Context: an optimization exercise on an open-source flow, tuned for small area. The choices shown serve that exercise and are no tape-out recipe. At most, simulation tests tie the RTL to the original design; equivalence was not proved. Power figures rest on the tool's default switching activity, not on a simulated workload.

Design pueo_uram_readout_buffer, start of the top module:
module pueo_uram_readout_buffer #(
  parameter int DEPTH     = 16,
  parameter int MARGIN    = pueo_uram_pkg::URAM_READ_MARGIN,
  parameter int FRAME_LEN = 1024,
  parameter int NBIT      = 12
) (
  input  logic                                  memclk,
  input  logic                                  memclk_rst_i,
  input  logic [NBIT*pueo_uram_pkg::URAM_SAMPLES_PER_WORD-1:0] in_tdata,
  input  logic                                  in_tvalid,
  output logic                                  in_tready,
  output logic [NBIT*pueo_uram_pkg::URAM_SAMPLES_PER_WORD-1:0] m_axis_tdata,
  output logic                                  m_axis_tvalid,
  input  logic                                  m_axis_tready,
  output logic                                  m_axis_tlast,
  output logic                                  overflow_o,
  output logic                                  frame_done_o
);
==> module pueo_sync_fifo, before the edit <==
module pueo_sync_fifo #(
  parameter int DEPTH = 15,
  parameter int WIDTH = 72
) (
  input  logic                   i_clk,
  input  logic [DEPTH-1:0]       i_we,
  input  logic [DEPTH-1:0]       i_we_n,
  input  logic [WIDTH-1:0]       i_wdata,
  input  logic [DEPTH-1:0]       i_rsel,   
  input  logic                   i_hold,
  input  logic [WIDTH:0]         i_cur,
  output logic [WIDTH:0]         o_rdata   
);
  logic [WIDTH:0] r_ring [DEPTH];
  always_ff @(posedge i_clk) begin
    for (int i = 0; i < DEPTH; i++)
      r_ring[i] <= ~(({1'b0, i_wdata} | {(WIDTH+1){i_we_n[i]}}) &
                     (r_ring[(i + DEPTH - 1) % DEPTH] | {(WIDTH+1){i_we[i]}}));
  end
  always_comb begin
    o_rdata = i_hold ? i_cur : '0;
    for (int i = 0; i < DEPTH; i++)
      o_rdata = o_rdata | (i_rsel[i] ? r_ring[i] : '0);
  end
endmodule
==> module pueo_uram_readout_buffer, before the edit <==
module pueo_uram_readout_buffer #(
  parameter int DEPTH     = 16,
  parameter int MARGIN    = pueo_uram_pkg::URAM_READ_MARGIN,
  parameter int FRAME_LEN = 1024,
  parameter int NBIT      = 12
) (
  input  logic                                  memclk,
  input  logic                                  memclk_rst_i,
  input  logic [NBIT*pueo_uram_pkg::URAM_SAMPLES_PER_WORD-1:0] in_tdata,
  input  logic                                  in_tvalid,
  output logic                                  in_tready,
  output logic [NBIT*pueo_uram_pkg::URAM_SAMPLES_PER_WORD-1:0] m_axis_tdata,
  output logic                                  m_axis_tvalid,
  input  logic                                  m_axis_tready,
  output logic                                  m_axis_tlast,
  output logic                                  overflow_o,
  output logic                                  frame_done_o
);
  localparam int WW = NBIT * pueo_uram_pkg::URAM_SAMPLES_PER_WORD;
  localparam int QD = DEPTH - 1;
  localparam int QW = $clog2(DEPTH);
  localparam int FW = $clog2(FRAME_LEN);
  logic          r_tvalid;
  logic [WW:0]   r_tdata;      
  logic [QW-1:0] r_qcnt;
  logic [QW-1:0] r_wpos;
  logic [QW-1:0] r_wpos_n;     
  logic [QW-1:0] r_rpos;
  logic          r_in_tready;
  logic          r_overflow;
  logic          r_frame_done;
  logic [FW-1:0] r_frame_cnt;
  logic          w_pop, w_push, w_load, w_full, w_tvalid_next;
  logic [QW-1:0] w_qcnt_next, w_wpos_next;
  logic [QD-1:0] w_we, w_we_n, w_rsel;
  logic [WW:0]   w_rdata;
  assign w_pop         = r_tvalid && m_axis_tready;
  assign w_full        = r_tvalid && (r_qcnt == QW'(QD));
  assign w_push        = in_tvalid && (!w_full || w_pop);
  assign w_load        = (!r_tvalid || m_axis_tready) && (r_qcnt != '0);
  assign w_tvalid_next = (r_tvalid && !m_axis_tready) || (r_qcnt != '0);
  assign w_qcnt_next   = r_qcnt + QW'(w_push) - QW'(w_load);
  function automatic logic [QW-1:0] ring_step(input logic [QW-1:0] pos, input logic extra);
    logic [QW:0] sum;
    sum = {1'b0, pos} + (QW+1)'(1) + (QW+1)'(extra);
    ring_step = (sum >= (QW+1)'(QD)) ? QW'(sum - (QW+1)'(QD)) : QW'(sum);
  endfunction
  assign w_wpos_next = ring_step(r_wpos, w_push);
  always_comb begin
    for (int i = 0; i < QD; i++) begin
      w_we[i]   = w_push && (r_wpos == QW'(i));
      w_we_n[i] = !w_push || (r_wpos_n != ~QW'(i));
      w_rsel[i] = w_load && (r_rpos == QW'(i));
    end
  end
  pueo_sync_fifo #(
    .DEPTH (QD),
    .WIDTH (WW)
  ) u_fifo (
    .i_clk   (memclk),
    .i_we    (w_we),
    .i_we_n  (w_we_n),
    .i_wdata (in_tdata),
    .i_rsel  (w_rsel),
    .i_hold  (!w_load),
    .i_cur   (r_tdata),
    .o_rdata (w_rdata)
  );
  always_ff @(posedge memclk) begin
    r_tdata <= w_rdata;
  end
  always_ff @(posedge memclk) begin
    if (memclk_rst_i) begin
      r_tvalid     <= 1'b0;
      r_qcnt       <= '0;
      r_wpos       <= '0;
      r_wpos_n     <= '1;
      r_rpos       <= QW'(QD - 1);
      r_in_tready  <= 1'b1;
      r_overflow   <= 1'b0;
      r_frame_done <= 1'b0;
      r_frame_cnt  <= '0;
    end else begin
      r_tvalid     <= w_tvalid_next;
      r_qcnt       <= w_qcnt_next;
      r_wpos       <= w_wpos_next;
      r_wpos_n     <= ~w_wpos_next;
      r_rpos       <= ring_step(r_rpos, w_load);
      r_in_tready  <= (int'(w_tvalid_next) + int'(w_qcnt_next)) <= DEPTH - MARGIN - 1;
      r_frame_done <= w_pop && m_axis_tlast;
      if (in_tvalid && !w_push) r_overflow <= 1'b1;
      if (w_pop) r_frame_cnt <= r_frame_cnt + FW'(1);
    end
  end
  assign in_tready     = r_in_tready;
  assign m_axis_tdata  = r_tdata[WW-1:0] ^ {WW{r_tdata[WW]}};
  assign m_axis_tvalid = r_tvalid;
  assign m_axis_tlast  = r_tvalid && (r_frame_cnt == FW'(FRAME_LEN - 1));
  assign overflow_o    = r_overflow;
  assign frame_done_o  = r_frame_done;
endmodule
make LEC_CHECK=0 CAP_MARGIN=20 CORE_MARGIN=2 CORE_UTILIZATION=40 SLEW_MARGIN=20 finish   # period 5.0 ns
run.sh (not shown) runs the stock make flow with config.mk's settings and CLKGATE_MAP_FILE= SYNTH_SCRIPT=/design/flow/synth_recipe.tcl, a recipe that flattens the netlist after the stock synthesis.
The baseline produced a clean layout.
Then changed:
==> flow/design.v (replaced) <==
package pueo_uram_pkg;
  localparam int URAM_SAMPLES_PER_WORD = 6;
  localparam int URAM_WORD_BITS        = 72;
  localparam int URAM_READ_MARGIN      = 5;
  typedef logic [URAM_WORD_BITS-1:0] uram_word_t;
endpackage
module pueo_sync_fifo #(
  parameter int DEPTH = 15,
  parameter int WIDTH = 72
) (
  input  logic                   i_clk,
  input  logic                   i_push,
  input  logic [WIDTH-1:0]       i_wdata,
  input  logic [DEPTH-1:0]       i_sel,    
  input  logic                   i_hold,
  input  logic [WIDTH-1:0]       i_cur,
  output logic [WIDTH-1:0]       o_rdata
);
  logic [WIDTH-1:0] r_mem [DEPTH];
  always_ff @(posedge i_clk) begin
    if (i_push) begin
      r_mem[0] <= i_wdata;
      for (int i = 1; i < DEPTH; i++) r_mem[i] <= r_mem[i-1];
    end
  end
  always_comb begin
    o_rdata = i_hold ? i_cur : '0;
    for (int i = 0; i < DEPTH; i++)
      o_rdata = o_rdata | (i_sel[i] ? r_mem[i] : '0);
  end
endmodule
module pueo_uram_readout_buffer #(
  parameter int DEPTH     = 16,
  parameter int MARGIN    = pueo_uram_pkg::URAM_READ_MARGIN,
  parameter int FRAME_LEN = 1024,
  parameter int NBIT      = 12
) (
  input  logic                                  memclk,
  input  logic                                  memclk_rst_i,
  input  logic [NBIT*pueo_uram_pkg::URAM_SAMPLES_PER_WORD-1:0] in_tdata,
  input  logic                                  in_tvalid,
  output logic                                  in_tready,
  output logic [NBIT*pueo_uram_pkg::URAM_SAMPLES_PER_WORD-1:0] m_axis_tdata,
  output logic                                  m_axis_tvalid,
  input  logic                                  m_axis_tready,
  output logic                                  m_axis_tlast,
  output logic                                  overflow_o,
  output logic                                  frame_done_o
);
  localparam int WW = NBIT * pueo_uram_pkg::URAM_SAMPLES_PER_WORD;
  localparam int QD = DEPTH - 1;
  localparam int QW = $clog2(DEPTH);
  localparam int FW = $clog2(FRAME_LEN);
  logic          r_tvalid;
  logic [WW-1:0] r_tdata;
  logic [QW-1:0] r_qcnt;
  logic          r_in_tready;
  logic          r_overflow;
  logic          r_frame_done;
  logic [FW-1:0] r_frame_cnt;
  logic          w_pop, w_push, w_load, w_full, w_tvalid_next;
  logic [QW-1:0] w_qcnt_next;
  logic [QD-1:0] w_sel;
  logic [WW-1:0] w_rdata;
  assign w_pop         = r_tvalid && m_axis_tready;
  assign w_full        = r_tvalid && (r_qcnt == QW'(QD));
  assign w_push        = in_tvalid && (!w_full || w_pop);
  assign w_load        = (!r_tvalid || m_axis_tready) && (r_qcnt != '0);
  assign w_tvalid_next = (r_tvalid && !m_axis_tready) || (r_qcnt != '0);
  assign w_qcnt_next   = r_qcnt + QW'(w_push) - QW'(w_load);
  always_comb begin
    for (int i = 0; i < QD; i++) w_sel[i] = w_load && (r_qcnt == QW'(i + 1));
  end
  pueo_sync_fifo #(
    .DEPTH (QD),
    .WIDTH (WW)
  ) u_fifo (
    .i_clk   (memclk),
    .i_push  (w_push),
    .i_wdata (in_tdata),
    .i_sel   (w_sel),
    .i_hold  (!w_load),
    .i_cur   (r_tdata),
    .o_rdata (w_rdata)
  );
  always_ff @(posedge memclk) begin
    r_tdata <= w_rdata;
  end
  always_ff @(posedge memclk) begin
    if (memclk_rst_i) begin
      r_tvalid     <= 1'b0;
      r_qcnt       <= '0;
      r_in_tready  <= 1'b1;
      r_overflow   <= 1'b0;
      r_frame_done <= 1'b0;
      r_frame_cnt  <= '0;
    end else begin
      r_tvalid     <= w_tvalid_next;
      r_qcnt       <= w_qcnt_next;
      r_in_tready  <= (int'(w_tvalid_next) + int'(w_qcnt_next)) <= DEPTH - MARGIN - 1;
      r_frame_done <= w_pop && m_axis_tlast;
      if (in_tvalid && !w_push) r_overflow <= 1'b1;
      if (w_pop) r_frame_cnt <= r_frame_cnt + FW'(1);
    end
  end
  assign in_tready     = r_in_tready;
  assign m_axis_tdata  = r_tdata;
  assign m_axis_tvalid = r_tvalid;
  assign m_axis_tlast  = r_tvalid && (r_frame_cnt == FW'(FRAME_LEN - 1));
  assign overflow_o    = r_overflow;
  assign frame_done_o  = r_frame_done;
endmodule
The changed run completed with no timing, DRC or antenna violations; flip-flop and latch count falls by 28; wire length falls by 45%; total power falls by 39%; synthesized area falls by 4.3%; utilization rises by 0.43 points; critical path depth rises by 2; combinational power falls by 70%.
Function not checked in the first run of this note: the RTL went through the layout flow alone.

## afterwards: timing with drivers on the ports
No port has a modelled driver above. Below, the same layouts with a new extraction and two added sets of constraints.
Step 1 assumes that a clkbuf_16 drives the clock port and a buf_2 every other input.
Step 2, shift: input delay + t, output delay - t, t = (earliest + latest rising clock arrival at the registers) / 2. This alone moves slack from input paths to output paths.
Slacks: ideal ports / drivers / drivers and shift; pairs: ideal ports / drivers.
run	t (ns)	setup WS [ns]	hold WS [ns]	latest minus earliest clock arrival (ns)	worst slew at a driven data input, ns
the first run	0.780	1.031 / 0.957 / 0.817	0.429 / 0.429 / 0.429	0.041 / 0.040	0.18
the second run	0.744	1.447 / 1.375 / 0.880	0.443 / 0.443 / 0.443	0.026 / 0.027	0.15
After both steps every run listed still meets setup and hold. For the second run, which loses most, drivers alone change the setup slack by -0.072 ns; drivers and shift together by -0.567 ns.
